This is an optimization exercise on Yosys and OpenROAD, whose aim is a short achievable clock period and few clock cycles per item, not a production implementation. The RTL was checked by simulation tests, not by an equivalence proof against the original design. Power and IR drop assume default switching activity.

===== design.v =====
package wsrt_pkg;
  localparam int SEQ_W      = 32;
  localparam int SEGB_W     = 14;
  localparam int HDR_W      = 8;
  localparam int WIN_W      = 6;
  localparam int SACK_CNT_W = 6;
  localparam int LEN_W      = 14;
  localparam int KIND_W     = 2;
  localparam int CFG_IDX_W  = 3;
  localparam int CFG_DATA_W = 32;
  localparam int SACKED_W   = SACK_CNT_W + SEGB_W;
  localparam int CNT_W      = 6;
  localparam int SW         = 35;
  localparam logic [KIND_W-1:0] KIND_START = 2'd0;
  localparam logic [KIND_W-1:0] KIND_ACK   = 2'd1;
  localparam logic [KIND_W-1:0] KIND_TICK  = 2'd2;
  localparam logic RES_SEG  = 1'b0;
  localparam logic RES_DONE = 1'b1;
  localparam logic [CFG_IDX_W-1:0] CFG_SEGMENT_BYTES = 3'd0;
  localparam logic [CFG_IDX_W-1:0] CFG_HEADER_BYTES  = 3'd1;
  localparam logic [CFG_IDX_W-1:0] CFG_FLOW_BYTES    = 3'd2;
  localparam logic [CFG_IDX_W-1:0] CFG_START_WINDOW  = 3'd3;
  localparam logic [CFG_IDX_W-1:0] CFG_WINDOW_LIMIT  = 3'd4;
  localparam logic [CFG_IDX_W-1:0] CFG_RETX_TICKS    = 3'd5;
  localparam logic [CFG_IDX_W-1:0] CFG_PRIORITY_MODE = 3'd6;
  localparam logic [SEGB_W-1:0] RST_SEGMENT_BYTES = 14'd1460;
  localparam logic [HDR_W-1:0]  RST_HEADER_BYTES  = 8'd40;
  localparam logic [SEQ_W-1:0]  RST_FLOW_BYTES    = 32'd1460;
  localparam logic [WIN_W-1:0]  RST_START_WINDOW  = 6'd1;
  localparam logic [WIN_W-1:0]  RST_WINDOW_LIMIT  = 6'd32;
  localparam logic [SEQ_W-1:0]  RST_RETX_TICKS    = 32'd1000;
  localparam logic [WIN_W-1:0]  MAXW              = 6'd32;
  localparam logic [CNT_W-1:0] SEG_CAP = 6'd63;
  localparam logic [LEN_W-1:0] LEN_MAX = 14'h3FFF;
  typedef struct packed {
    logic              noloop;      
    logic              force_a;     
    logic              done_pend;   
    logic              tmr_unk;     
    logic              altf;        
    logic              agtf;        
    logic              fapos;       
    logic              goa;         
    logic [SEQ_W-1:0]  a;
    logic [SW-1:0]     am;          
    logic [SW-1:0]     ra;          
    logic [SW-1:0]     ram;         
    logic [SW-1:0]     fa;          
    logic [SW-1:0]     fam;         
    logic [SW-1:0]     fam1;        
    logic [SW-1:0]     lm;          
    logic [SW-1:0]     lmm;         
    logic [SW-1:0]     lmmm;        
    logic [SW-1:0]     flm;         
    logic [SW-1:0]     flm1;        
    logic [SEQ_W-1:0]  flow;
    logic [SEGB_W-1:0] mss;
    logic [HDR_W-1:0]  hdr;
    logic [LEN_W-1:0]  msslen;      
    logic [SEQ_W-1:0]  prio;
  } run_t;
  localparam int RUN_W = 8 + 3 * SEQ_W + 11 * SW + SEGB_W + HDR_W + LEN_W;
endpackage
module wsrt_ctrl (
  input  logic                             clk,
  input  logic                             rst_n,
  input  logic                             in_tvalid,
  output logic                             in_tready,
  input  logic [wsrt_pkg::KIND_W-1:0]      in_kind,
  input  logic [wsrt_pkg::SEQ_W-1:0]       in_ack_seq,
  input  logic [wsrt_pkg::SACK_CNT_W-1:0]  in_sack_count,
  input  logic                             cfg_valid,
  output logic                             cfg_ready,
  input  logic [wsrt_pkg::CFG_IDX_W-1:0]   cfg_index,
  input  logic [wsrt_pkg::CFG_DATA_W-1:0]  cfg_data,
  output logic                             run_v,
  output wsrt_pkg::run_t                   run,
  input  logic                             run_pop,
  input  logic                             tmr_set,
  input  logic                             tmr_armed
);
  localparam int SEQ_W      = wsrt_pkg::SEQ_W;
  localparam int SEGB_W     = wsrt_pkg::SEGB_W;
  localparam int HDR_W      = wsrt_pkg::HDR_W;
  localparam int WIN_W      = wsrt_pkg::WIN_W;
  localparam int SACK_CNT_W = wsrt_pkg::SACK_CNT_W;
  localparam int LEN_W      = wsrt_pkg::LEN_W;
  localparam int KIND_W     = wsrt_pkg::KIND_W;
  localparam int SACKED_W   = wsrt_pkg::SACKED_W;
  localparam int CNT_W      = wsrt_pkg::CNT_W;
  localparam int SW         = wsrt_pkg::SW;
  localparam logic [LEN_W-1:0] LEN_MAX = wsrt_pkg::LEN_MAX;
  localparam logic [CNT_W-1:0] SEG_CAP = wsrt_pkg::SEG_CAP;
  localparam int QN   = 5;
  localparam int QC_W = $clog2(QN + 1);
  logic [SEGB_W-1:0] c_mss;        
  logic [HDR_W-1:0]  c_hdr;
  logic [SEQ_W-1:0]  c_flow;
  logic [WIN_W-1:0]  c_startcl;    
  logic [WIN_W-1:0]  c_limcl;      
  logic [SEQ_W-1:0]  c_retx;
  logic              c_prio;
  logic [LEN_W-1:0]  c_msslen;     
  assign cfg_ready = 1'b1;
  always_ff @(posedge clk) begin
    if (!rst_n) begin
      c_mss     <= wsrt_pkg::RST_SEGMENT_BYTES;
      c_hdr     <= wsrt_pkg::RST_HEADER_BYTES;
      c_flow    <= wsrt_pkg::RST_FLOW_BYTES;
      c_startcl <= wsrt_pkg::RST_START_WINDOW;
      c_limcl   <= wsrt_pkg::RST_WINDOW_LIMIT;
      c_retx    <= wsrt_pkg::RST_RETX_TICKS;
      c_prio    <= 1'b0;
    end else if (cfg_valid) begin
      unique case (cfg_index)
        wsrt_pkg::CFG_SEGMENT_BYTES: c_mss <= (cfg_data[SEGB_W-1:0] == '0) ? SEGB_W'(1)
                                                                  : cfg_data[SEGB_W-1:0];
        wsrt_pkg::CFG_HEADER_BYTES:  c_hdr <= cfg_data[HDR_W-1:0];
        wsrt_pkg::CFG_FLOW_BYTES:    c_flow <= cfg_data[SEQ_W-1:0];
        wsrt_pkg::CFG_START_WINDOW:  c_startcl <= (cfg_data[WIN_W-1:0] < wsrt_pkg::MAXW) ? cfg_data[WIN_W-1:0] : wsrt_pkg::MAXW;
        wsrt_pkg::CFG_WINDOW_LIMIT:  c_limcl <= (cfg_data[WIN_W-1:0] < wsrt_pkg::MAXW) ? cfg_data[WIN_W-1:0] : wsrt_pkg::MAXW;
        wsrt_pkg::CFG_RETX_TICKS:    c_retx <= cfg_data[SEQ_W-1:0];
        wsrt_pkg::CFG_PRIORITY_MODE: c_prio <= cfg_data[0];
        default: ;
      endcase
    end
  end
  logic [SW-1:0] c_nm1, c_nm2, c_nm3, c_nm1m1, c_fl2, c_flm, c_flm1;
  logic [LEN_W:0] msslen_full;
  assign msslen_full = (LEN_W+1)'(c_mss) + (LEN_W+1)'(c_hdr);
  always_ff @(posedge clk) begin
    c_msslen <= (msslen_full > (LEN_W+1)'(LEN_MAX)) ? LEN_MAX : msslen_full[LEN_W-1:0];
    c_nm1    <= '0 - SW'(c_mss);
    c_nm2    <= '0 - (SW'(c_mss) << 1);
    c_nm3    <= '0 - (SW'(c_mss) << 1) - SW'(c_mss);
    c_nm1m1  <= ~(SW'(c_mss));
    c_fl2    <= SW'(c_flow) + SW'(2);
    c_flm    <= SW'(c_flow) - SW'(c_mss);
    c_flm1   <= SW'(c_flow) + ~(SW'(c_mss));
  end
  logic                  iv;
  logic [KIND_W-1:0]     ik;
  logic [SEQ_W-1:0]      ia;
  logic [SACK_CNT_W-1:0] is_;
  logic                  can_r;     
  logic                  rdy_r;     
  logic                  a_go;
  logic                  iv_nxt;
  logic                  can_nxt;
  assign a_go      = iv && can_r;
  assign in_tready = rdy_r;
  assign iv_nxt    = rdy_r ? in_tvalid : iv;
  always_ff @(posedge clk) begin
    if (!rst_n) begin
      iv    <= 1'b0;
      rdy_r <= 1'b1;
    end else begin
      iv    <= iv_nxt;
      rdy_r <= !iv_nxt || can_nxt;
    end
  end
  always_ff @(posedge clk) begin
    if (rdy_r) begin
      ik  <= in_kind;
      ia  <= in_ack_seq;
      is_ <= in_sack_count;
    end
  end
  logic [SEQ_W-1:0]    oldest;
  logic [WIN_W-1:0]    cwnd;
  logic [SACK_CNT_W-1:0] sk_cnt;    
  logic [SEGB_W-1:0]     sk_mss;
  logic                armed;
  logic [SEQ_W-1:0]    left;
  logic                done;
  logic                tmr_unk;
  logic [QC_W-1:0]     inflight;
  logic                is_new;
  logic [WIN_W:0]      cw_inc;
  logic [WIN_W-1:0]    cw_nxt;
  logic                le1;
  assign is_new = ia > oldest;
  assign cw_inc = {1'b0, cwnd} + (WIN_W+1)'(1);
  assign cw_nxt = (cw_inc > {1'b0, c_limcl}) ? c_limcl : cw_inc[WIN_W-1:0];
  assign le1    = (left[SEQ_W-1:1] == '0);
  logic                push;
  logic                p_noloop, p_force, p_done, p_tmr;
  logic [SEQ_W-1:0]    p_a;
  logic [WIN_W-1:0]    p_cw;
  logic [SACK_CNT_W-1:0] p_skc;
  logic [SEGB_W-1:0]     p_skm;
  always_comb begin
    push     = 1'b0;
    p_noloop = 1'b0;
    p_force  = 1'b0;
    p_done   = 1'b0;
    p_tmr    = 1'b0;
    p_a      = ia;
    p_cw     = cw_nxt;
    p_skc    = is_;
    p_skm    = c_mss;
    if (a_go) begin
      unique case (ik)
        wsrt_pkg::KIND_START: begin
          push    = 1'b1;
          p_force = 1'b1;
          p_a     = '0;
          p_cw    = c_startcl;
          p_skc   = '0;
        end
        wsrt_pkg::KIND_ACK: begin
          if (!done) begin
            if (is_new) begin
              push   = 1'b1;
              p_done = (ia == c_flow);
              p_tmr  = !armed && (ia < c_flow);
            end else if (ia == c_flow) begin
              push     = 1'b1;
              p_noloop = 1'b1;
              p_done   = 1'b1;
              p_a      = '0;
            end
          end
        end
        wsrt_pkg::KIND_TICK: begin
          if (armed && le1) begin
            push    = 1'b1;
            p_force = 1'b1;
            p_a     = oldest;
            p_cw    = WIN_W'(1);
            p_skc   = sk_cnt;
            p_skm   = sk_mss;
          end
        end
        default: ;
      endcase
    end
  end
  logic [QC_W-1:0] inflight_nxt;
  logic            tmr_unk_nxt;
  assign inflight_nxt = inflight + QC_W'(push) - QC_W'(run_pop);
  assign tmr_unk_nxt  = tmr_set ? 1'b0 : (tmr_unk || p_tmr);
  assign can_nxt      = (inflight_nxt < QC_W'(QN)) && !tmr_unk_nxt;
  always_ff @(posedge clk) begin
    if (!rst_n) begin
      oldest   <= '0;
      cwnd     <= WIN_W'(1);
      sk_cnt   <= '0;
      sk_mss   <= '0;
      armed    <= 1'b0;
      left     <= '0;
      done     <= 1'b0;
      tmr_unk  <= 1'b0;
      inflight <= '0;
      can_r    <= 1'b1;
    end else begin
      inflight <= inflight_nxt;
      tmr_unk  <= tmr_unk_nxt;
      can_r    <= can_nxt;
      if (tmr_set) begin
        armed <= tmr_armed;
        left  <= c_retx;
      end
      if (a_go) begin
        unique case (ik)
          wsrt_pkg::KIND_START: begin
            oldest <= '0;
            cwnd   <= c_startcl;
            sk_cnt <= '0;
            done   <= 1'b0;
            armed  <= (c_startcl != '0) && (c_flow != '0);
            left   <= c_retx;
          end
          wsrt_pkg::KIND_ACK: begin
            if (!done) begin
              sk_cnt <= is_;
              sk_mss <= c_mss;
              if (is_new) begin
                oldest <= ia;
                cwnd   <= cw_nxt;
                if (ia == c_flow) done <= 1'b1;
                if (armed) begin
                  armed <= (ia < c_flow);
                  left  <= c_retx;
                end
              end else if (ia == c_flow) begin
                done <= 1'b1;
              end
            end
          end
          wsrt_pkg::KIND_TICK: begin
            if (armed) begin
              if (le1) begin
                armed <= (oldest < c_flow);
                left  <= c_retx;
                cwnd  <= WIN_W'(1);
              end else begin
                left <= left - SEQ_W'(1);
              end
            end
          end
          default: ;
        endcase
      end
    end
  end
  logic                  d1_v, d1_noloop, d1_force, d1_done, d1_tmr, d1_prio;
  logic [SEQ_W-1:0]      d1_a, d1_flow;
  logic [WIN_W-1:0]      d1_cw;
  logic [SACK_CNT_W-1:0] d1_skc;
  logic [SEGB_W-1:0]     d1_skm;
  logic [SEGB_W-1:0]     d1_mss;
  logic [HDR_W-1:0]      d1_hdr;
  logic [LEN_W-1:0]      d1_msslen;
  logic [SW-1:0]         d1_nm1, d1_nm2, d1_nm3, d1_nm1m1, d1_fl2, d1_flm, d1_flm1;
  always_ff @(posedge clk) begin
    if (!rst_n) d1_v <= 1'b0;
    else        d1_v <= push;
  end
  always_ff @(posedge clk) begin
    d1_noloop <= p_noloop;
    d1_force  <= p_force;
    d1_done   <= p_done;
    d1_tmr    <= p_tmr;
    d1_a      <= p_a;
    d1_cw     <= p_cw;
    d1_skc    <= p_skc;
    d1_skm    <= p_skm;
    d1_flow   <= c_flow;
    d1_mss    <= c_mss;
    d1_hdr    <= c_hdr;
    d1_msslen <= c_msslen;
    d1_nm1    <= c_nm1;
    d1_nm2    <= c_nm2;
    d1_nm3    <= c_nm3;
    d1_nm1m1  <= c_nm1m1;
    d1_fl2    <= c_fl2;
    d1_flm    <= c_flm;
    d1_flm1   <= c_flm1;
    d1_prio   <= c_prio;
  end
  function automatic logic [SW-1:0] csa_s(input logic [SW-1:0] x, input logic [SW-1:0] y,
                                          input logic [SW-1:0] z);
    csa_s = x ^ y ^ z;
  endfunction
  function automatic logic [SW-1:0] csa_c(input logic [SW-1:0] x, input logic [SW-1:0] y,
                                          input logic [SW-1:0] z);
    csa_c = ((x & y) | (x & z) | (y & z)) << 1;
  endfunction
  logic [SW-1:0] e_a, e_flow, e_mss;
  logic [SW-1:0] pc [6];    
  logic [SW-1:0] ps [6];    
  assign e_a    = SW'(d1_a);
  assign e_flow = SW'(d1_flow);
  assign e_mss  = SW'(d1_mss);
  always_comb begin
    for (int i = 0; i < 6; i++) begin
      pc[i] = d1_cw[i]  ? (SW'(d1_mss) << i) : '0;
      ps[i] = d1_skc[i] ? (SW'(d1_skm) << i) : '0;
    end
  end
  logic [SW-1:0] t_s0, t_c0, t_s1, t_c1, t_s2, t_c2, t_s3, t_c3, t_s4, t_c4, t_s5, t_c5;
  logic [SW-1:0] t_s6, t_c6, t_s7, t_c7, t_s8, t_c8, t_s9, t_c9;
  logic [SW-1:0] a_s4, a_c4, a_s5, a_c5, a_s6, a_c6, a_s7, a_c7, a_s8, a_c8, a_s9, a_c9;
  logic [SW-1:0] a_s10, a_c10;
  logic [SW-1:0] u_s0, u_c0, u_s1, u_c1, u_s2, u_c2, u_s3, u_c3, u_s4, u_c4;
  always_comb begin
    t_s0 = csa_s(pc[0], pc[1], pc[2]);  t_c0 = csa_c(pc[0], pc[1], pc[2]);
    t_s1 = csa_s(pc[3], pc[4], pc[5]);  t_c1 = csa_c(pc[3], pc[4], pc[5]);
    t_s2 = csa_s(ps[0], ps[1], ps[2]);  t_c2 = csa_c(ps[0], ps[1], ps[2]);
    t_s3 = csa_s(ps[3], ps[4], ps[5]);  t_c3 = csa_c(ps[3], ps[4], ps[5]);
    t_s4 = csa_s(t_s0, t_c0, t_s1);     t_c4 = csa_c(t_s0, t_c0, t_s1);
    t_s5 = csa_s(t_c1, t_s2, t_c2);     t_c5 = csa_c(t_c1, t_s2, t_c2);
    t_s6 = csa_s(t_s4, t_c4, t_s5);     t_c6 = csa_c(t_s4, t_c4, t_s5);
    t_s7 = csa_s(t_c5, t_s3, t_c3);     t_c7 = csa_c(t_c5, t_s3, t_c3);
    t_s8 = csa_s(t_s6, t_c6, t_s7);     t_c8 = csa_c(t_s6, t_c6, t_s7);
    t_s9 = csa_s(t_s8, t_c8, t_c7);     t_c9 = csa_c(t_s8, t_c8, t_c7);
    a_s4 = csa_s(t_s0, t_c0, t_s1);     a_c4 = csa_c(t_s0, t_c0, t_s1);
    a_s5 = csa_s(t_c1, t_s2, t_c2);     a_c5 = csa_c(t_c1, t_s2, t_c2);
    a_s6 = csa_s(t_s3, t_c3, e_a);      a_c6 = csa_c(t_s3, t_c3, e_a);
    a_s7 = csa_s(a_s4, a_c4, a_s5);     a_c7 = csa_c(a_s4, a_c4, a_s5);
    a_s8 = csa_s(a_c5, a_s6, a_c6);     a_c8 = csa_c(a_c5, a_s6, a_c6);
    a_s9 = csa_s(a_s7, a_c7, a_s8);     a_c9 = csa_c(a_s7, a_c7, a_s8);
    a_s10 = csa_s(a_s9, a_c9, a_c8);    a_c10 = csa_c(a_s9, a_c9, a_c8);
    u_s0 = csa_s(t_s2, t_c2, t_s3);     u_c0 = csa_c(t_s2, t_c2, t_s3);
    u_s1 = csa_s(t_c3, e_a, u_s0);      u_c1 = csa_c(t_c3, e_a, u_s0);
    u_s2 = csa_s(u_c0, u_s1, u_c1);     u_c2 = csa_c(u_c0, u_s1, u_c1);
  end
  logic                d2_v, d2_noloop, d2_force, d2_done, d2_tmr, d2_prio;
  logic                d2_agtf, d2_altf;
  logic [SEQ_W-1:0]    d2_a, d2_flow;
  logic [SEGB_W-1:0]   d2_mss;
  logic [HDR_W-1:0]    d2_hdr;
  logic [LEN_W-1:0]    d2_msslen;
  logic [SW-1:0]       d2_ts, d2_tc, d2_as, d2_ac, d2_us, d2_uc;
  logic [SW-1:0]       d2_nm1, d2_nm2, d2_nm3, d2_nm1m1, d2_fl2;
  logic [SW-1:0]       d2_am, d2_fa, d2_flm, d2_flm1;
  always_ff @(posedge clk) begin
    if (!rst_n) d2_v <= 1'b0;
    else        d2_v <= d1_v;
  end
  always_ff @(posedge clk) begin
    d2_noloop <= d1_noloop;
    d2_force  <= d1_force;
    d2_done   <= d1_done;
    d2_tmr    <= d1_tmr;
    d2_prio   <= d1_prio;
    d2_a      <= d1_a;
    d2_flow   <= d1_flow;
    d2_mss    <= d1_mss;
    d2_hdr    <= d1_hdr;
    d2_msslen <= d1_msslen;
    d2_agtf   <= d1_a > d1_flow;
    d2_altf   <= d1_a < d1_flow;
    d2_ts     <= t_s9;
    d2_tc     <= t_c9;
    d2_as     <= a_s10;
    d2_ac     <= a_c10;
    d2_us     <= u_s2;
    d2_uc     <= u_c2;
    d2_nm1    <= d1_nm1;
    d2_nm2    <= d1_nm2;
    d2_nm3    <= d1_nm3;
    d2_nm1m1  <= d1_nm1m1;
    d2_fl2    <= d1_fl2;
    d2_am     <= e_a + d1_nm1;
    d2_fa     <= e_flow - e_a;
    d2_flm    <= d1_flm;
    d2_flm1   <= d1_flm1;
  end
  wsrt_pkg::run_t nr;
  logic [SW-1:0]  pd;       
  always_comb begin
    nr.noloop    = d2_noloop;
    nr.force_a   = d2_force;
    nr.done_pend = d2_done;
    nr.tmr_unk   = d2_tmr;
    nr.altf      = d2_altf;
    nr.agtf      = d2_agtf;
    nr.fapos     = !d2_fa[SW-1] && (d2_fa != '0);
    nr.a         = d2_a;
    nr.am        = d2_am;
    nr.ra        = csa_s(d2_ts, d2_tc, d2_nm1) + csa_c(d2_ts, d2_tc, d2_nm1);
    nr.ram       = csa_s(d2_ts, d2_tc, d2_nm2) + csa_c(d2_ts, d2_tc, d2_nm2);
    nr.lm        = csa_s(d2_as, d2_ac, d2_nm1) + csa_c(d2_as, d2_ac, d2_nm1);
    nr.lmm       = csa_s(d2_as, d2_ac, d2_nm2) + csa_c(d2_as, d2_ac, d2_nm2);
    nr.lmmm      = csa_s(d2_as, d2_ac, d2_nm3) + csa_c(d2_as, d2_ac, d2_nm3);
    nr.fa        = d2_fa;
    nr.fam       = d2_fa + d2_nm1;
    nr.fam1      = d2_fa + d2_nm1m1;
    nr.flm       = d2_flm;
    nr.flm1      = d2_flm1;
    nr.flow      = d2_flow;
    nr.mss       = d2_mss;
    nr.hdr       = d2_hdr;
    nr.msslen    = d2_msslen;
    pd           = csa_s(d2_fl2, ~d2_us, ~d2_uc) + csa_c(d2_fl2, ~d2_us, ~d2_uc);
    nr.prio      = d2_prio ? SEQ_W'(1)
                 : (!pd[SW-1] && (pd != '0)) ? pd[SEQ_W-1:0] : '0;
    nr.goa       = !d2_noloop && !nr.ra[SW-1] && nr.fapos;
  end
  wsrt_pkg::run_t d3;
  logic           d3_v;
  always_ff @(posedge clk) begin
    if (!rst_n) d3_v <= 1'b0;
    else        d3_v <= d2_v;
  end
  always_ff @(posedge clk) begin
    d3 <= nr;
  end
  localparam int RW = wsrt_pkg::RUN_W;
  logic [QN*RW-1:0] qf;     
  logic [QC_W-1:0]  qn;
  logic [QC_W-1:0]  wi;     
  assign wi = qn - QC_W'(run_pop);
  always_ff @(posedge clk) begin
    if (!rst_n) begin
      qn <= '0;
    end else begin
      qn <= qn + QC_W'(d3_v) - QC_W'(run_pop);
    end
  end
  always_ff @(posedge clk) begin
    for (int i = 0; i < QN; i++) begin
      if (d3_v && wi == QC_W'(i))    qf[i*RW +: RW] <= d3;
      else if (run_pop && i < QN - 1) qf[i*RW +: RW] <= qf[(i+1)*RW +: RW];
    end
  end
  assign run_v = (qn != '0);
  assign run   = qf[RW-1:0];
endmodule
module wsrt_dp (
  input  logic                          clk,
  input  logic                          rst_n,
  input  logic                          run_v,
  input  wsrt_pkg::run_t                run,
  output logic                          run_pop,
  output logic                          tmr_set,
  output logic                          tmr_armed,
  output logic                          out_valid,
  input  logic                          out_ready,
  output logic                          out_kind,
  output logic [wsrt_pkg::SEQ_W-1:0]    out_seq,
  output logic [wsrt_pkg::LEN_W-1:0]    out_len,
  output logic [wsrt_pkg::SEQ_W-1:0]    out_prio,
  output logic                          out_last
);
  localparam int SEQ_W      = wsrt_pkg::SEQ_W;
  localparam int SEGB_W     = wsrt_pkg::SEGB_W;
  localparam int HDR_W      = wsrt_pkg::HDR_W;
  localparam int WIN_W      = wsrt_pkg::WIN_W;
  localparam int SACK_CNT_W = wsrt_pkg::SACK_CNT_W;
  localparam int LEN_W      = wsrt_pkg::LEN_W;
  localparam int KIND_W     = wsrt_pkg::KIND_W;
  localparam int SACKED_W   = wsrt_pkg::SACKED_W;
  localparam int CNT_W      = wsrt_pkg::CNT_W;
  localparam int SW         = wsrt_pkg::SW;
  localparam logic [LEN_W-1:0] LEN_MAX = wsrt_pkg::LEN_MAX;
  localparam logic [CNT_W-1:0] SEG_CAP = wsrt_pkg::SEG_CAP;
  logic              go;         
  logic              done_go;    
  logic [SEQ_W-1:0]  nxt;
  logic [SW-1:0]     f, fm, fm1, r, rm;
  logic [CNT_W-1:0]  sent;
  logic [SEGB_W-1:0] b_mss;
  logic [SEQ_W-1:0]  b_flow;
  logic [HDR_W-1:0]  b_hdr;
  logic [LEN_W-1:0]  b_msslen;
  logic [SEQ_W-1:0]  b_prio;
  logic              b_done;
  logic              sk_v;
  logic              sk_kind;
  logic [SEQ_W-1:0]  sk_seq;
  logic [LEN_W-1:0]  sk_len;
  logic [SEQ_W-1:0]  sk_prio;
  logic              sk_last;
  logic              out_valid_r;
  logic              out_kind_r;
  logic [SEQ_W-1:0]  out_seq_r;
  logic [LEN_W-1:0]  out_len_r;
  logic [SEQ_W-1:0]  out_prio_r;
  logic              out_last_r;
  logic          en;
  logic          over, more, free;
  logic [SW-1:0] e_nxt, e_mss;
  logic [SEQ_W-1:0] nxt_inc;
  logic [SW-1:0] fm_s, fm1_s, rm_s;
  logic [LEN_W:0] tail_full;
  logic [LEN_W-1:0] seg_len;
  assign en    = !sk_v;
  assign e_nxt = SW'(nxt);
  assign e_mss = SW'(b_mss);
  assign over  = fm[SW-1];
  assign more  = go && !rm[SW-1] && !fm1[SW-1] && (sent != (SEG_CAP - CNT_W'(1)));
  assign free  = go ? (!more && !b_done) : 1'b1;
  assign nxt_inc = nxt + SEQ_W'(b_mss);
  assign fm_s    = fm - e_mss;
  assign fm1_s   = fm1 - e_mss;
  assign rm_s    = rm - e_mss;
  assign tail_full = (LEN_W+1)'(f[LEN_W-1:0]) + (LEN_W+1)'(b_hdr);
  assign seg_len   = !over ? b_msslen
                   : (tail_full > (LEN_W+1)'(LEN_MAX)) ? LEN_MAX : tail_full[LEN_W-1:0];
  logic          a_gt;
  logic          ho;
  logic [SW-1:0] d_lm, d_lmm, d_lmmm, d_fl, d_flm, d_flm1, d_am;
  logic [SEQ_W:0] d_a;
  logic [SEQ_W-1:0] h_nxt;
  logic [SW-1:0] h_f, h_fm, h_fm1, h_r, h_rm;
  logic          h_fpos, h_go;
  assign d_lm   = run.lm   - e_nxt;
  assign d_lmm  = run.lmm  - e_nxt;
  assign d_lmmm = run.lmmm - e_nxt;
  assign d_fl   = SW'(run.flow) - e_nxt;
  assign d_flm  = run.flm  - e_nxt;
  assign d_flm1 = run.flm1 - e_nxt;
  assign d_am   = e_nxt - run.am;            
  assign d_a    = {1'b0, nxt} - {1'b0, run.a};  
  assign a_gt = run.force_a || (go ? (over ? run.agtf : d_am[SW-1]) : d_a[SEQ_W]);
  assign ho   = en && run_v && free;
  always_comb begin
    if (a_gt) begin
      h_nxt  = run.a;
      h_f    = run.fa;
      h_fm   = run.fam;
      h_fm1  = run.fam1;
      h_r    = run.ra;
      h_rm   = run.ram;
      h_fpos = run.fapos;
    end else if (go) begin
      h_nxt  = over ? b_flow : nxt_inc;
      h_f    = fm;
      h_fm   = fm_s;
      h_fm1  = fm1_s;
      h_r    = d_lmm;
      h_rm   = d_lmmm;
      h_fpos = !over && !fm1[SW-1];
    end else begin
      h_nxt  = nxt;
      h_f    = d_fl;
      h_fm   = d_flm;
      h_fm1  = d_flm1;
      h_r    = d_lm;
      h_rm   = d_lmm;
      h_fpos = !d_fl[SW-1] && (d_fl != '0);
    end
  end
  logic go_b, go_c;
  assign go_b = !run.noloop && !d_lmm[SW-1] && !over && !fm1[SW-1];
  assign go_c = !run.noloop && !d_lm[SW-1] && !d_fl[SW-1] && (d_fl != '0);
  assign h_go = a_gt ? run.goa : (go ? go_b : go_c);
  logic tmr_pend, tmr_altf;
  always_ff @(posedge clk) begin
    if (!rst_n) begin
      tmr_pend <= 1'b0;
    end else begin
      tmr_pend <= ho && run.tmr_unk;
    end
    if (ho) tmr_altf <= run.altf;
  end
  assign run_pop   = ho;
  assign tmr_set   = tmr_pend;
  assign tmr_armed = go && tmr_altf;
  always_ff @(posedge clk) begin
    if (!rst_n) begin
      go      <= 1'b0;
      done_go <= 1'b0;
      nxt     <= '0;
    end else if (en) begin
      if (go && more) begin
        nxt  <= nxt_inc;
        f    <= fm;
        fm   <= fm_s;
        fm1  <= fm1_s;
        r    <= rm;
        rm   <= rm_s;
        sent <= sent + CNT_W'(1);
      end else if (ho) begin
        go       <= h_go;
        done_go  <= !h_go && run.done_pend;
        nxt      <= h_nxt;
        f        <= h_f;
        fm       <= h_fm;
        fm1      <= h_fm1;
        r        <= h_r;
        rm       <= h_rm;
        sent     <= '0;
        b_mss    <= run.mss;
        b_flow   <= run.flow;
        b_hdr    <= run.hdr;
        b_msslen <= run.msslen;
        b_prio   <= run.prio;
        b_done   <= run.done_pend;
      end else begin
        go      <= 1'b0;
        done_go <= go && b_done;
        if (go) nxt <= over ? b_flow : nxt_inc;
      end
    end
  end
  logic              emit;
  logic              r_kind;
  logic [SEQ_W-1:0]  r_seq;
  logic [LEN_W-1:0]  r_len;
  logic [SEQ_W-1:0]  r_prio;
  logic              r_last;
  logic              out_free;
  assign emit     = en && (go || done_go);
  assign r_kind   = go ? wsrt_pkg::RES_SEG : wsrt_pkg::RES_DONE;
  assign r_seq    = go ? nxt : '0;
  assign r_len    = go ? seg_len : '0;
  assign r_prio   = go ? b_prio : '0;
  assign r_last   = go ? (!more && !b_done) : 1'b1;
  assign out_free = !out_valid_r || out_ready;
  always_ff @(posedge clk) begin
    if (!rst_n) begin
      out_valid_r <= 1'b0;
      sk_v        <= 1'b0;
    end else if (out_free) begin
      out_valid_r <= sk_v || emit;
      sk_v        <= 1'b0;
    end else if (emit) begin
      sk_v        <= 1'b1;
    end
  end
  always_ff @(posedge clk) begin
    if (out_free) begin
      if (sk_v) begin
        out_kind_r <= sk_kind;
        out_seq_r  <= sk_seq;
        out_len_r  <= sk_len;
        out_prio_r <= sk_prio;
        out_last_r <= sk_last;
      end else if (emit) begin
        out_kind_r <= r_kind;
        out_seq_r  <= r_seq;
        out_len_r  <= r_len;
        out_prio_r <= r_prio;
        out_last_r <= r_last;
      end
    end else if (emit) begin
      sk_kind <= r_kind;
      sk_seq  <= r_seq;
      sk_len  <= r_len;
      sk_prio <= r_prio;
      sk_last <= r_last;
    end
  end
  assign out_valid = out_valid_r;
  assign out_kind  = out_kind_r;
  assign out_seq   = out_seq_r;
  assign out_len   = out_len_r;
  assign out_prio  = out_prio_r;
  assign out_last  = out_last_r;
endmodule
module window_sender_with_retx_timer_core (
  input  logic        clk,
  input  logic        rst_n,
  input  logic        in_tvalid,
  output logic        in_tready,
  input  logic [39:0] in_tdata,    
  input  logic [1:0]  in_tuser,    
  output logic        out_tvalid,
  input  logic        out_tready,
  output logic [79:0] out_tdata,   
  output logic [0:0]  out_tuser,   
  output logic        out_tlast,
  input  logic                              cfg_valid,
  output logic                              cfg_ready,
  input  logic [wsrt_pkg::CFG_IDX_W-1:0]    cfg_index,
  input  logic [wsrt_pkg::CFG_DATA_W-1:0]   cfg_data
);
  wsrt_pkg::run_t run;
  logic           run_v;
  logic           run_pop;
  logic           tmr_set;
  logic           tmr_armed;
  logic                         res_kind;
  logic [wsrt_pkg::SEQ_W-1:0]   res_seq;
  logic [wsrt_pkg::LEN_W-1:0]   res_len;
  logic [wsrt_pkg::SEQ_W-1:0]   res_prio;
  wsrt_ctrl u_ctrl (
    .clk           (clk),
    .rst_n         (rst_n),
    .in_tvalid     (in_tvalid),
    .in_tready     (in_tready),
    .in_kind       (in_tuser),
    .in_ack_seq    (in_tdata[31:0]),
    .in_sack_count (in_tdata[37:32]),
    .cfg_valid     (cfg_valid),
    .cfg_ready     (cfg_ready),
    .cfg_index     (cfg_index),
    .cfg_data      (cfg_data),
    .run_v         (run_v),
    .run           (run),
    .run_pop       (run_pop),
    .tmr_set       (tmr_set),
    .tmr_armed     (tmr_armed)
  );
  wsrt_dp u_dp (
    .clk       (clk),
    .rst_n     (rst_n),
    .run_v     (run_v),
    .run       (run),
    .run_pop   (run_pop),
    .tmr_set   (tmr_set),
    .tmr_armed (tmr_armed),
    .out_valid (out_tvalid),
    .out_ready (out_tready),
    .out_kind  (res_kind),
    .out_seq   (res_seq),
    .out_len   (res_len),
    .out_prio  (res_prio),
    .out_last  (out_tlast)
  );
  assign out_tdata = {2'b00, res_prio, res_len, res_seq};
  assign out_tuser = res_kind;
endmodule

===== run.sh =====
#!/bin/bash
# synth_recipe.tcl (not shown) runs the flow's synth.tcl, then flattens the netlist and writes it again
# the make line also repeats each setting of config.mk as NAME=value (left out here)
make -C /OpenROAD-flow-scripts/flow DESIGN_CONFIG=/design/flow/config.mk WORK_HOME=/design/flow/orfs CLKGATE_MAP_FILE= SYNTH_SCRIPT=/design/flow/synth_recipe.tcl finish

===== config.mk =====
export PLATFORM = sky130hd
export DESIGN_NAME = window_sender_with_retx_timer_core
export DESIGN_NICKNAME = window_sender_with_retx_timer_core
export VERILOG_FILES = /design/flow/design.v
export SDC_FILE = /design/flow/constraint.sdc
export NUM_CORES = 4
export LEC_CHECK = 0
export ABC_CLOCK_PERIOD_IN_PS = 3500
export CAP_MARGIN = 20
export CORE_MARGIN = 2
export CORE_UTILIZATION = 40
export SETUP_SLACK_MARGIN = 5
export SLEW_MARGIN = 20
export TNS_END_PERCENT = 100

===== constraint.sdc =====
create_clock -name core_clock -period 9.0 [get_ports {clk}]
set_input_delay 1.8000 -clock core_clock [delete_from_list [all_inputs] [get_ports {clk}]]
set_output_delay 1.8000 -clock core_clock [all_outputs]
set_load 0.01 [all_outputs]

==> results.txt, run 1 <==
# TYPE chip_impl_metric gauge
chip_impl_metric{name="grt_remaining_overflow",unit=""} 0
chip_impl_metric{name="postSynthAreaPerCell",unit="µm²"} 13.5
chip_impl_metric{name="antenna_violations_before_repair",unit=""} 89
chip_impl_metric{name="numCtsBuffers",unit=""} 440
chip_impl_metric{name="worst-endpoint-arrival",unit="ns"} 4.84
chip_impl_metric{name="post_drt_wl_per_cell",unit="µm"} 27.9
chip_impl_metric{name="placed_cells_incl_taps",unit=""} 20600
chip_impl_metric{name="multiInputGateArea",unit="mm²"} 0.0753
chip_impl_metric{name="drt_iter0_drc",unit=""} 13300
chip_impl_metric{name="fill_cells",unit=""} 42200
chip_impl_metric{name="synth_edf_count",unit=""} 2752
chip_impl_metric{name="worst_pin_slew",unit="ns"} 1.32
chip_impl_info{name="setup.worst_path.end_class",value="register"} 1
chip_impl_metric{name="max-vdd-ir-drop",unit="µV"} 889
chip_impl_metric{name="maxSlewHeadroom",unit=""} 0.121
chip_impl_metric{name="die_area",unit="mm²"} 0.486
chip_impl_metric{name="whs",unit="ns"} 0.271
chip_impl_info{name="crit_type",value="reg -> reg"} 1
chip_impl_metric{name="p_per_area",unit="mW/mm²"} 431
chip_impl_metric{name="timing.max_cap.violations",unit=""} 0
chip_impl_metric{name="synth-async-reset-ratio",unit=""} 0
chip_impl_metric{name="synth-adder-area-share",unit=""} 0.0902
chip_impl_info{name="layout_commonest_cell",value="sky130_fd_sc_hd__edfxtp_1"} 1
chip_impl_info{name="timing.critical_path.from_type",value="register"} 1
chip_impl_metric{name="ff_latch_area",unit="mm²"} 0.115
chip_impl_metric{name="final-hold-violation-count",unit=""} 0
chip_impl_metric{name="fraction_of_final_layout_cells_with_drive_strength_greater_than_1",unit=""} 0.248
chip_impl_metric{name="first_pass_iteration_count_of_the_detailed_router",unit=""} 8
chip_impl_metric{name="synth_simple_gate_area_share",unit=""} 0.0613
chip_impl_info{name="cts_root_buf",value="sky130_fd_sc_hd__clkbuf_16"} 1
chip_impl_metric{name="ys_seq_area_frac",unit=""} 0.599
chip_impl_metric{name="dpl.hpwl",unit="µm"} 410000
chip_impl_metric{name="final_cell_count_no_fill",unit=""} 21800
chip_impl_metric{name="path_clk_slew",unit="ns"} 0.06
chip_impl_metric{name="clock.fmax",unit="GHz"} 0.243
chip_impl_metric{name="design.portCount",unit=""} 167
chip_impl_metric{name="initial_utilization",unit=""} 0.402
chip_impl_info{name="grt_setup_unrepaired",value="yes"} 1
chip_impl_metric{name="synth-compound-area-share",unit=""} 0.0801
chip_impl_info{name="highest_count_cells_in_the_layout_ignoring_fill_and_taps",value="2,752 x sky130_fd_sc_hd__edfxtp_1, 1,918 x sky130_fd_sc_hd__mux2_2, 1,541 x sky130_fd_sc_hd__dfxtp_1"} 1
chip_impl_info{name="synth_top_family_by_area",value="multiplexers"} 1
chip_impl_metric{name="num_vias",unit=""} 121000
chip_impl_metric{name="globalplace.congestion",unit=""} 0.931
chip_impl_metric{name="drt_wl_total",unit="µm"} 608000
chip_impl_metric{name="synth.ff_latch_count",unit=""} 4382
chip_impl_metric{name="post-route-period-util",unit=""} 0.457
chip_impl_metric{name="synth_warn",unit=""} 5
chip_impl_metric{name="cts.path.max_buffers",unit=""} 4
chip_impl_metric{name="drc",unit=""} 0
chip_impl_metric{name="netlist-cell-type-count",unit=""} 100
chip_impl_info{name="result_of_the_run",value="no timing/DRC/antenna violations"} 1
chip_impl_metric{name="cellLeakagePower",unit="nW"} 84.6
chip_impl_metric{name="placementRows",unit=""} 254
chip_impl_metric{name="pin_count_of_the_biggest_net_entering_global_routing",unit=""} 131
chip_impl_metric{name="muxShareOfSynthArea",unit=""} 0.116
chip_impl_metric{name="core_area",unit="mm²"} 0.479
chip_impl_metric{name="grt_pass1_vias",unit=""} 116000
chip_impl_metric{name="grt_usage",unit=""} 0.240
chip_impl_metric{name="skew",unit="ns"} 0.123
chip_impl_metric{name="timing.setup.tns",unit="ns"} 0
chip_impl_metric{name="cts_hold_buf",unit=""} 0
chip_impl_metric{name="die_y",unit="µm"} 697
chip_impl_metric{name="insertion_delay",unit="ns"} 1.08
chip_impl_metric{name="dieWidth",unit="µm"} 697
chip_impl_metric{name="synth_cells",unit=""} 14300
chip_impl_metric{name="htree_levels",unit=""} 5
chip_impl_metric{name="nets",unit=""} 16200
chip_impl_metric{name="antenna_left",unit=""} 0
chip_impl_metric{name="portBuffers",unit=""} 161
chip_impl_metric{name="finalCriticalPeriod",unit="ns"} 4.11
chip_impl_metric{name="setup_viol",unit=""} 0
chip_impl_info{name="timing.hold.worst.class",value="reg -> reg"} 1
chip_impl_metric{name="netlist_area",unit="mm²"} 0.192
chip_impl_metric{name="numClockSinks",unit=""} 4382
chip_impl_metric{name="grt_first_pass_wirelength",unit="µm"} 848000
chip_impl_metric{name="synth_xor_xnor_area_share",unit=""} 0.0284
chip_impl_metric{name="timing.critical_path.fanout_max",unit=""} 4
chip_impl_info{name="dominantRegCellSynth",value="sky130_fd_sc_hd__edfxtp_1"} 1
chip_impl_metric{name="avgViaCountPerCell",unit=""} 5.58
chip_impl_info{name="tritoncts_clock_tree",value="yes"} 1
chip_impl_metric{name="area_delta_synth_final",unit="%"} 17.0
chip_impl_metric{name="final-max-slew-violation-count",unit=""} 0
chip_impl_metric{name="crit_required",unit="ns"} 9.72
-- critical path, cell delays in order, from the launching register on --
cell and delay [ns]:
sky130_fd_sc_hd__dfxtp_4 0.39, sky130_fd_sc_hd__clkinvlp_4 0.08, sky130_fd_sc_hd__buf_6 0.16, sky130_fd_sc_hd__buf_6 0.15, sky130_fd_sc_hd__buf_6 0.14, sky130_fd_sc_hd__ha_4 0.18, sky130_fd_sc_hd__or3_4 0.39, sky130_fd_sc_hd__o221a_4 0.27
sky130_fd_sc_hd__a41o_4 0.24, sky130_fd_sc_hd__o21ba_4 0.23, sky130_fd_sc_hd__o211ai_1 0.17, sky130_fd_sc_hd__buf_4 0.17, sky130_fd_sc_hd__a31oi_4 0.09, sky130_fd_sc_hd__or4_4 0.44, sky130_fd_sc_hd__xor2_1 0.16, sky130_fd_sc_hd__o211ai_1 0.49
-- per-stage QoR --
| stage | worst slack, ns | utilization | total power (W) | cell area [µm²] |
|---|---|---|---|---|
| 2_1_floorplan | -0.167 | - | 0.0568 | 192000 |
| 3_3_place_gp | 2.98 | 0.423 | 0.0722 | 202000 |
| 3_5_place_dp | 2.93 | 0.423 | 0.0728 | 202000 |
| 4_1_cts | 4.86 | 0.466 | 0.0952 | 223000 |
| 5_1_grt | 4.86 | 0.470 | 0.101 | 225000 |
| 6_report | 4.89 | 0.470 | 0.0971 | 225000 |
-- cells by family (layout without fill, tap and decap cells) --
family,count (synthesis),after routing
other cells,2,66
buf+inv,1273,2305
fa+ha+maj,1174,1174
mux,1984,1984
simple gates,2449,2464
xor+xnor,623,623
flops,4382,4382
compound gates,2382,2382
-- area by class of cell --
class	instances	area share
tap	6400	0.0356
antenna	63	0.000700
inverter	762	0.0131
multi-input combinational	8630	0.335
timing repair buffer	710	0.0351
sequential	4382	0.513
clock inverter	205	0.0105
clock buffer	628	0.0576
-- where the power goes --
group          internal (W)  switching, W
sequential           0.0318       0.00432
clock                0.0110       0.00823
combinational        0.0154        0.0264
total                0.0582        0.0390
-- synthesized netlist by cell type (73+ instances only) --
| cell type | count | area [µm²] |
|---|---|---|
| sky130_fd_sc_hd__a21o_1 | 232 | 1740 |
| sky130_fd_sc_hd__a21oi_1 | 715 | 3580 |
| sky130_fd_sc_hd__nor2_1 | 530 | 1990 |
| sky130_fd_sc_hd__o21a_1 | 115 | 863 |
| sky130_fd_sc_hd__a22oi_1 | 73 | 548 |
| sky130_fd_sc_hd__clkbuf_1 | 466 | 1750 |
| sky130_fd_sc_hd__inv_1 | 756 | 2840 |
| sky130_fd_sc_hd__nand2_1 | 759 | 2850 |
| sky130_fd_sc_hd__o22ai_1 | 83 | 519 |
| sky130_fd_sc_hd__dfxtp_1 | 1630 | 32600 |
| sky130_fd_sc_hd__o211ai_1 | 107 | 803 |
| sky130_fd_sc_hd__nor2b_1 | 113 | 707 |
| sky130_fd_sc_hd__fa_1 | 355 | 7110 |
| sky130_fd_sc_hd__edfxtp_1 | 2752 | 82600 |
| sky130_fd_sc_hd__xnor2_1 | 418 | 3660 |
| sky130_fd_sc_hd__nand2b_1 | 93 | 582 |
| sky130_fd_sc_hd__o21ai_0 | 413 | 2070 |
| sky130_fd_sc_hd__nor3_1 | 180 | 901 |
| sky130_fd_sc_hd__and2_1 | 234 | 1460 |
| sky130_fd_sc_hd__mux2_2 | 1918 | 21600 |
| sky130_fd_sc_hd__xor2_1 | 205 | 1800 |
| sky130_fd_sc_hd__ha_1 | 819 | 10200 |
| sky130_fd_sc_hd__nand4_1 | 94 | 588 |
| sky130_fd_sc_hd__nand3_1 | 199 | 996 |
-- path summary, 6_finish.rpt --
path	startpoint	to	slack [ns]	cells after the start
max	u_dp.nxt[5]$_SDFFE_PN0N_	u_dp.rm[34]$_DFFE_PP_	4.89	15
min	u_ctrl.d1_fl2[31]$_DFF_P_	u_ctrl.d2_fl2[31]$_DFF_P_	0.27	0
max reg2reg	u_dp.nxt[5]$_SDFFE_PN0N_	u_dp.rm[34]$_DFFE_PP_	4.89	15
min reg2reg	u_ctrl.d1_fl2[31]$_DFF_P_	u_ctrl.d2_fl2[31]$_DFF_P_	0.27	0
-- sequential cells by signal, summed over array words and instances, names as in the netlist, 33 cells and up --
signal          cells
u_dp.fm            35
u_ctrl.d1_flm      33
u_ctrl.qf        2325
u_ctrl.d1_flm1     35
u_ctrl.d2_flm      33
u_dp.rm            35
u_ctrl.c_flm       33
u_ctrl.d2_am       35
u_ctrl.d2_fa       33
u_ctrl.d2_flm1     35
u_ctrl.d3         464
u_ctrl.c_nm3       35
u_ctrl.c_flm1      35
u_ctrl.d1_nm3      35
u_dp.fm1           35
u_ctrl.d2_nm3      34
-- routing by layer --
layer / vias to the layer above / global-route usage / part of all wire
li1: 53900 / - / -
met1: 61500 / 0.335 / 0.42
met4: 16 / 0.107 / 0.051
met2: 4941 / 0.371 / 0.44
met3: 1119 / 0.0376 / 0.082
met5: - / 0 / 0.00017
-- timing repair --
action                                   CTS  global route
cloned                                    43             9
gates resized for setup                  603           273
pin swaps                                125           153
endpoints found under the setup margin  4228          2368
setup buffers                            192            85
Testbench counts, summed over its fixed seeds: cycles 4,644, items 2,304.
==> run 2, diff against run 1 <==
--- a/design.v
+++ b/design.v
@@ -126,4 +126,12 @@
     end
   end
+  function automatic logic [SW-1:0] csa_s(input logic [SW-1:0] x, input logic [SW-1:0] y,
+                                          input logic [SW-1:0] z);
+    csa_s = x ^ y ^ z;
+  endfunction
+  function automatic logic [SW-1:0] csa_c(input logic [SW-1:0] x, input logic [SW-1:0] y,
+                                          input logic [SW-1:0] z);
+    csa_c = ((x & y) | (x & z) | (y & z)) << 1;
+  endfunction
   logic [SW-1:0] c_nm1, c_nm2, c_nm3, c_nm1m1, c_fl2, c_flm, c_flm1;
   logic [LEN_W:0] msslen_full;
@@ -139,4 +147,34 @@
     c_flm1   <= SW'(c_flow) + ~(SW'(c_mss));
   end
+  logic [1:0]    st_age;
+  logic [SW-1:0] st_s, st_c, st_sm, st_ra, st_ram, st_lmmm;
+  logic [SW-1:0] sp [6];
+  always_comb begin
+    for (int i = 0; i < 6; i++) sp[i] = c_startcl[i] ? (SW'(c_mss) << i) : '0;
+  end
+  always_ff @(posedge clk) begin
+    if (!rst_n) begin
+      st_age <= '0;
+    end else if (cfg_valid && (cfg_index <= wsrt_pkg::CFG_START_WINDOW)) begin
+      st_age <= '0;
+    end else if (st_age != 2'd3) begin
+      st_age <= st_age + 2'd1;
+    end
+  end
+  always_ff @(posedge clk) begin
+    st_s    <= csa_s(csa_s(sp[0], sp[1], sp[2]), csa_c(sp[0], sp[1], sp[2]),
+                     csa_s(sp[3], sp[4], sp[5])) ^ csa_c(sp[3], sp[4], sp[5]) ^
+               csa_c(csa_s(sp[0], sp[1], sp[2]), csa_c(sp[0], sp[1], sp[2]),
+                     csa_s(sp[3], sp[4], sp[5]));
+    st_c    <= csa_c(csa_s(csa_s(sp[0], sp[1], sp[2]), csa_c(sp[0], sp[1], sp[2]),
+                           csa_s(sp[3], sp[4], sp[5])),
+                     csa_c(sp[3], sp[4], sp[5]),
+                     csa_c(csa_s(sp[0], sp[1], sp[2]), csa_c(sp[0], sp[1], sp[2]),
+                           csa_s(sp[3], sp[4], sp[5])));
+    st_sm   <= st_s + st_c;
+    st_ra   <= st_sm + c_nm1;
+    st_ram  <= st_sm + c_nm2;
+    st_lmmm <= st_sm + c_nm3;
+  end
   logic                  iv;
   logic [KIND_W-1:0]     ik;
@@ -237,4 +275,6 @@
     end
   end
+  logic bp;
+  assign bp = a_go && (ik == wsrt_pkg::KIND_START) && (st_age == 2'd3) && !d1_v && !d2_v && !d3_v;
   logic [QC_W-1:0] inflight_nxt;
   logic            tmr_unk_nxt;
@@ -316,5 +356,5 @@
   always_ff @(posedge clk) begin
     if (!rst_n) d1_v <= 1'b0;
-    else        d1_v <= push;
+    else        d1_v <= push && !bp;
   end
   always_ff @(posedge clk) begin
@@ -340,12 +380,4 @@
     d1_prio   <= c_prio;
   end
-  function automatic logic [SW-1:0] csa_s(input logic [SW-1:0] x, input logic [SW-1:0] y,
-                                          input logic [SW-1:0] z);
-    csa_s = x ^ y ^ z;
-  endfunction
-  function automatic logic [SW-1:0] csa_c(input logic [SW-1:0] x, input logic [SW-1:0] y,
-                                          input logic [SW-1:0] z);
-    csa_c = ((x & y) | (x & z) | (y & z)) << 1;
-  endfunction
   logic [SW-1:0] e_a, e_flow, e_mss;
   logic [SW-1:0] pc [6];    
@@ -469,4 +501,36 @@
     d3 <= nr;
   end
+  wsrt_pkg::run_t sr;       
+  always_comb begin
+    sr.noloop    = 1'b0;
+    sr.force_a   = 1'b1;
+    sr.done_pend = 1'b0;
+    sr.tmr_unk   = 1'b0;
+    sr.altf      = (c_flow != '0);
+    sr.agtf      = 1'b0;
+    sr.fapos     = (c_flow != '0);
+    sr.goa       = (c_startcl != '0) && (c_flow != '0);
+    sr.a         = '0;
+    sr.am        = c_nm1;
+    sr.ra        = st_ra;
+    sr.ram       = st_ram;
+    sr.fa        = SW'(c_flow);
+    sr.fam       = c_flm;
+    sr.fam1      = c_flm1;
+    sr.lm        = st_ra;
+    sr.lmm       = st_ram;
+    sr.lmmm      = st_lmmm;
+    sr.flm       = c_flm;
+    sr.flm1      = c_flm1;
+    sr.flow      = c_flow;
+    sr.mss       = c_mss;
+    sr.hdr       = c_hdr;
+    sr.msslen    = c_msslen;
+    sr.prio      = c_prio ? SEQ_W'(1) : c_flow;
+  end
+  logic           q_in_v;
+  wsrt_pkg::run_t q_in;
+  assign q_in_v = d3_v || bp;
+  assign q_in   = d3_v ? d3 : sr;
   localparam int RW = wsrt_pkg::RUN_W;
   logic [QN*RW-1:0] qf;     
@@ -478,10 +542,10 @@
       qn <= '0;
     end else begin
-      qn <= qn + QC_W'(d3_v) - QC_W'(run_pop);
+      qn <= qn + QC_W'(q_in_v) - QC_W'(run_pop);
     end
   end
   always_ff @(posedge clk) begin
     for (int i = 0; i < QN; i++) begin
-      if (d3_v && wi == QC_W'(i))    qf[i*RW +: RW] <= d3;
+      if (q_in_v && wi == QC_W'(i))  qf[i*RW +: RW] <= q_in;
       else if (run_pop && i < QN - 1) qf[i*RW +: RW] <= qf[(i+1)*RW +: RW];
     end
==> results.txt, run 2 <==
# TYPE chip_impl_metric gauge
chip_impl_metric{name="multiInputGateArea",unit="mm²"} 0.0797
chip_impl_metric{name="drt_wl_total",unit="µm"} 707000
chip_impl_metric{name="p_per_area",unit="mW/mm²"} 411
chip_impl_metric{name="synth_cells",unit=""} 18300
chip_impl_info{name="register_with_the_highest_flop_count",value="u_ctrl.qf"} 1
chip_impl_metric{name="placed_cells_incl_taps",unit=""} 24700
chip_impl_metric{name="setup_viol",unit=""} 0
chip_impl_metric{name="count_of_buffer_and_inverter_cells_on_the_critical_path",unit=""} 0
chip_impl_metric{name="grt_util_met2",unit=""} 0.406
chip_impl_metric{name="area_delta_synth_final",unit="%"} 16.6
chip_impl_metric{name="post-route-period-util",unit=""} 0.471
chip_impl_metric{name="grt_first_pass_wirelength",unit="µm"} 976000
chip_impl_metric{name="worst-endpoint-arrival",unit="ns"} 5.11
chip_impl_metric{name="die_area",unit="mm²"} 0.512
chip_impl_metric{name="fill_cells",unit=""} 46000
chip_impl_metric{name="path_clk_slew",unit="ns"} 0.07
chip_impl_metric{name="place_area",unit="mm²"} 0.213
chip_impl_info{name="critPathMostFrequentCell",value="sky130_fd_sc_hd__a21oi_1"} 1
chip_impl_info{name="timing.critical_path.from_type",value="register"} 1
chip_impl_info{name="synth.largest_area_cell",value="sky130_fd_sc_hd__edfxtp_1"} 1
chip_impl_metric{name="synth_top_area_share",unit=""} 0.408
chip_impl_metric{name="worst_pin_slew",unit="ns"} 1.20
chip_impl_metric{name="cts_hold_buf",unit=""} 0
chip_impl_info{name="dominantRegCellSynth",value="sky130_fd_sc_hd__edfxtp_1"} 1
chip_impl_metric{name="design.portCount",unit=""} 167
chip_impl_metric{name="whs",unit="ns"} 0.295
chip_impl_metric{name="numCtsBuffers",unit=""} 464
chip_impl_metric{name="finalInstanceArea",unit="mm²"} 0.236
chip_impl_info{name="grt_setup_unrepaired",value="yes"} 1
chip_impl_metric{name="gr_layer_usage_met1",unit=""} 0.359
chip_impl_metric{name="dieWidth",unit="µm"} 716
chip_impl_info{name="highest_count_cells_in_the_layout_ignoring_fill_and_taps",value="2,752 x sky130_fd_sc_hd__edfxtp_1, 2,636 x sky130_fd_sc_hd__nand2_1, 2,235 x sky130_fd_sc_hd__o21ai_0"} 1
chip_impl_metric{name="max_stage_delay",unit="ns"} 0.83
chip_impl_info{name="netlist_top_cells_area",value="sky130_fd_sc_hd__edfxtp_1 41%, sky130_fd_sc_hd__dfxtp_1 18%, sky130_fd_sc_hd__o21ai_0 5.7%, sky130_fd_sc_hd__ha_1 5.5%, sky130_fd_sc_hd__nand2_1 4.9%"} 1
chip_impl_info{name="setup.worst_path.end_class",value="register"} 1
chip_impl_metric{name="ys_seq_area_frac",unit=""} 0.585
chip_impl_metric{name="synth-async-reset-ratio",unit=""} 0
chip_impl_metric{name="gr-usage-met3",unit=""} 0.0487
chip_impl_info{name="synth_commonest_cells",value="2,752 x sky130_fd_sc_hd__edfxtp_1, 2,650 x sky130_fd_sc_hd__nand2_1, 2,295 x sky130_fd_sc_hd__o21ai_0"} 1
chip_impl_info{name="crit_type",value="reg -> reg"} 1
chip_impl_info{name="biggestRegsByFlops",value="u_ctrl.qf (2325), u_ctrl.d3 (464)"} 1
chip_impl_metric{name="netlist_area",unit="mm²"} 0.203
chip_impl_metric{name="htree_levels",unit=""} 5
chip_impl_metric{name="cellLeakagePower",unit="nW"} 95.1
chip_impl_info{name="timing.hold.worst.class",value="reg -> reg"} 1
chip_impl_metric{name="drt_iter0_drc",unit=""} 17700
chip_impl_metric{name="max-vdd-ir-drop",unit="µV"} 480
chip_impl_metric{name="flip_flop_count_of_the_largest_register_after_layout",unit=""} 2325
chip_impl_metric{name="cts.path.max_buffers",unit=""} 4
chip_impl_info{name="critical_path.top_delay_family",value="compound AO/OA/AOI/OAI gates"} 1
chip_impl_metric{name="synth_edf_count",unit=""} 2752
chip_impl_metric{name="maxSlewHeadroom",unit=""} 0.179
chip_impl_info{name="synth_most_common_cell",value="sky130_fd_sc_hd__edfxtp_1"} 1
chip_impl_metric{name="timing.critical_path.fanout_max",unit=""} 4
chip_impl_info{name="tritoncts_clock_tree",value="yes"} 1
chip_impl_metric{name="antenna_left",unit=""} 0
chip_impl_metric{name="fin_ws",unit="ns"} 4.76
chip_impl_info{name="layout_commonest_cell",value="sky130_fd_sc_hd__edfxtp_1"} 1
chip_impl_metric{name="avgViaCountPerCell",unit=""} 5.61
chip_impl_metric{name="portBuffers",unit=""} 161
chip_impl_metric{name="netlist-cell-type-count",unit=""} 107
chip_impl_metric{name="placement.setup.worst_slack",unit="ns"} 3.15
chip_impl_metric{name="numClockSinks",unit=""} 4544
chip_impl_info{name="global_route.peak_usage_layer",value="met2"} 1
chip_impl_metric{name="num_vias",unit=""} 146000
chip_impl_info{name="worstPathCellList",value="ha_1 -> o21a_1 -> a21oi_1 -> a21oi_1 -> a21oi_2 -> o31a_1 -> o211ai_1 -> nand2_1 -> a21oi_1 -> and3_1 -> o41ai_1"} 1
chip_impl_metric{name="crit_required",unit="ns"} 9.86
chip_impl_metric{name="placementRows",unit=""} 261
chip_impl_metric{name="post_drt_wl_per_cell",unit="µm"} 27.2
chip_impl_info{name="cts_root_buf",value="sky130_fd_sc_hd__clkbuf_16"} 1
chip_impl_metric{name="first_pass_iteration_count_of_the_detailed_router",unit=""} 7
chip_impl_metric{name="nets",unit=""} 20200
chip_impl_metric{name="ff_latch_area",unit="mm²"} 0.119
chip_impl_metric{name="dpl.hpwl",unit="µm"} 469000
chip_impl_metric{name="grt_usage",unit=""} 0.263
chip_impl_metric{name="initial_utilization",unit=""} 0.401
chip_impl_metric{name="pin_count_of_the_biggest_net_entering_global_routing",unit=""} 175
chip_impl_metric{name="finalCriticalPeriod",unit="ns"} 4.24
chip_impl_metric{name="final_cell_count_no_fill",unit=""} 26000
chip_impl_metric{name="skew",unit="ns"} 0.0967
chip_impl_metric{name="antenna_violations_before_repair",unit=""} 79
chip_impl_metric{name="clock.fmax",unit="GHz"} 0.236
chip_impl_metric{name="final-hold-violation-count",unit=""} 0
chip_impl_metric{name="synth_warn",unit=""} 6
chip_impl_metric{name="core_area",unit="mm²"} 0.505
chip_impl_metric{name="grt_remaining_overflow",unit=""} 0
chip_impl_metric{name="final-max-slew-violation-count",unit=""} 0
chip_impl_metric{name="fraction_of_final_layout_cells_with_drive_strength_greater_than_1",unit=""} 0.106
chip_impl_metric{name="die_y",unit="µm"} 716
chip_impl_metric{name="globalplace.congestion",unit=""} 0.957
chip_impl_metric{name="grt_pass1_vias",unit=""} 136000
chip_impl_metric{name="postSynthAreaPerCell",unit="µm²"} 11.1
chip_impl_info{name="result_of_the_run",value="no timing/DRC/antenna violations"} 1
chip_impl_metric{name="timing.max_cap.violations",unit=""} 0
chip_impl_metric{name="insertion_delay",unit="ns"} 1.08
chip_impl_metric{name="drc",unit=""} 0
chip_impl_info{name="slowest_stage",value="sky130_fd_sc_hd__dfxtp_1"} 1
chip_impl_metric{name="synth.ff_latch_count",unit=""} 4544
[run 2: cell count changes after synthesis, sizes merged, moves of 132 or more]
| cell | change |
|---|---|
| dfxtp | +162 |
| o21ai | +1886 |
| inv | +483 |
| a21oi | +294 |
| mux2 | -1864 |
| mux2i | +132 |
| nand2 | +1891 |
| nor2 | +244 |
| clkbuf | +261 |
[run 2: worst paths after layout]
| kind | start | end | slack (ns) | cells after the start |
|---|---|---|---|---|
| worst min register to register | u_ctrl.d1_nm1m1[13]$_DFF_P_ | u_ctrl.d2_nm1m1[13]$_DFF_P_ | 0.29 | 0 |
| worst max register to register | u_ctrl.d2_fa[3]$_DFF_P_ | u_ctrl.d3[343]$_DFF_P_ | 4.76 | 11 |
| worst max-delay path | u_ctrl.d2_fa[3]$_DFF_P_ | u_ctrl.d3[343]$_DFF_P_ | 4.76 | 11 |
| worst min-delay path | u_ctrl.d1_nm1m1[13]$_DFF_P_ | u_ctrl.d2_nm1m1[13]$_DFF_P_ | 0.29 | 0 |
[run 2: kinds of logic (layout without fill, tap and decap cells)]
logic type / after synthesis / count (layout) / synth area share
xor gates and xnor gates: 691 / 691 / 0.0299
AOI/OAI and AO/OA: 4592 / 4593 / 0.131
adders and majority gates: 1307 / 1307 / 0.0958
muxes: 252 / 252 / 0.0128
DFF: 4544 / 4544 / 0.585
buffers and inverters: 2066 / 2904 / 0.0385
other: 2 / 53 / 0.0000370
and+or+nand+nor: 4890 / 4902 / 0.107
[run 2: layout make-up]
type,instances,area share
Tap cell,6706,0.0355
Antenna cell,50,0.000530
Clock buffer,669,0.0573
Inverter,1256,0.0204
Clock inverter,210,0.00919
Multi-Input combinational cell,11700,0.337
Sequential cell,4544,0.502
Timing Repair Buffer,769,0.0373
[run 2: per-stage QoR]
| step | util | TNS (ns) | power, W |
|---|---|---|---|
| global placement | 0.421 | 0 | 0.0715 |
| floorplan | - | -98.38 | 0.0577 |
| detailed placement | 0.421 | 0 | 0.0722 |
| global route | 0.468 | 0 | 0.102 |
| finish | 0.468 | 0 | 0.0971 |
| CTS | 0.462 | 0 | 0.0951 |
[run 2: timing repair]
action / in CTS / in global routing
cloned: 37 / 24
gates resized for setup: 624 / 328
setup endpoints to repair: 4619 / 1444
pin swaps: 128 / 172
setup buffers: 166 / 108
[run 2: routing by layer]
layer | vias to the layer above | routed length [µm]
met1 | 72200 | 288000
met5 | - | 162
met2 | 6704 | 314000
met3 | 1290 | 68400
met4 | 24 | 35600
li1 | 65500 | -
[run 2: power breakdown]
part	total, W	switching (W)	internal, W	leakage [nW]
Combinational	0.0412	0.0266	0.0146	46.0
Clock	0.0198	0.00862	0.0112	7.71
Sequential	0.0361	0.00359	0.0325	41.3
Testbench counts of run 2, summed over its fixed seeds: cycles 4,570, items 2,304.

static timing again, ports no longer ideal:
The flow's constraints put no driver on any port. The routed layouts listed below were extracted and timed again, unchanged, in two steps.
Step 1 (the two cells are an assumption about what drives the block):
set clk [get_ports {clk}]
set_driving_cell -lib_cell sky130_fd_sc_hd__clkbuf_16 $clk
set_driving_cell -lib_cell sky130_fd_sc_hd__buf_2 [delete_from_list [all_inputs] $clk]
Step 2 adds t to the input delays and takes it off the output delays; t is the mean of the earliest and latest rising clock arrival at the registers after step 1. Input paths then give back, and output paths get back, about the clock's delay inside the block.
a / b / c = no drivers / after step 1 / after step 2; a / b = the first two.
run	t (ns)	setup WS [ns]	latest minus earliest clock arrival (ns)	worst data-port slew with drivers (ns)	pins driven straight from the clock port
run 1	1.139	4.885 / 4.885 / 4.329	0.128 / 0.128	0.09	1
run 2	1.150	4.759 / 4.759 / 4.242	0.102 / 0.102	0.08	1
After both steps setup and hold are still met in every run listed. For run 1, which loses most, drivers alone change the setup slack by 0.000 ns; drivers and shift together by -0.556 ns.
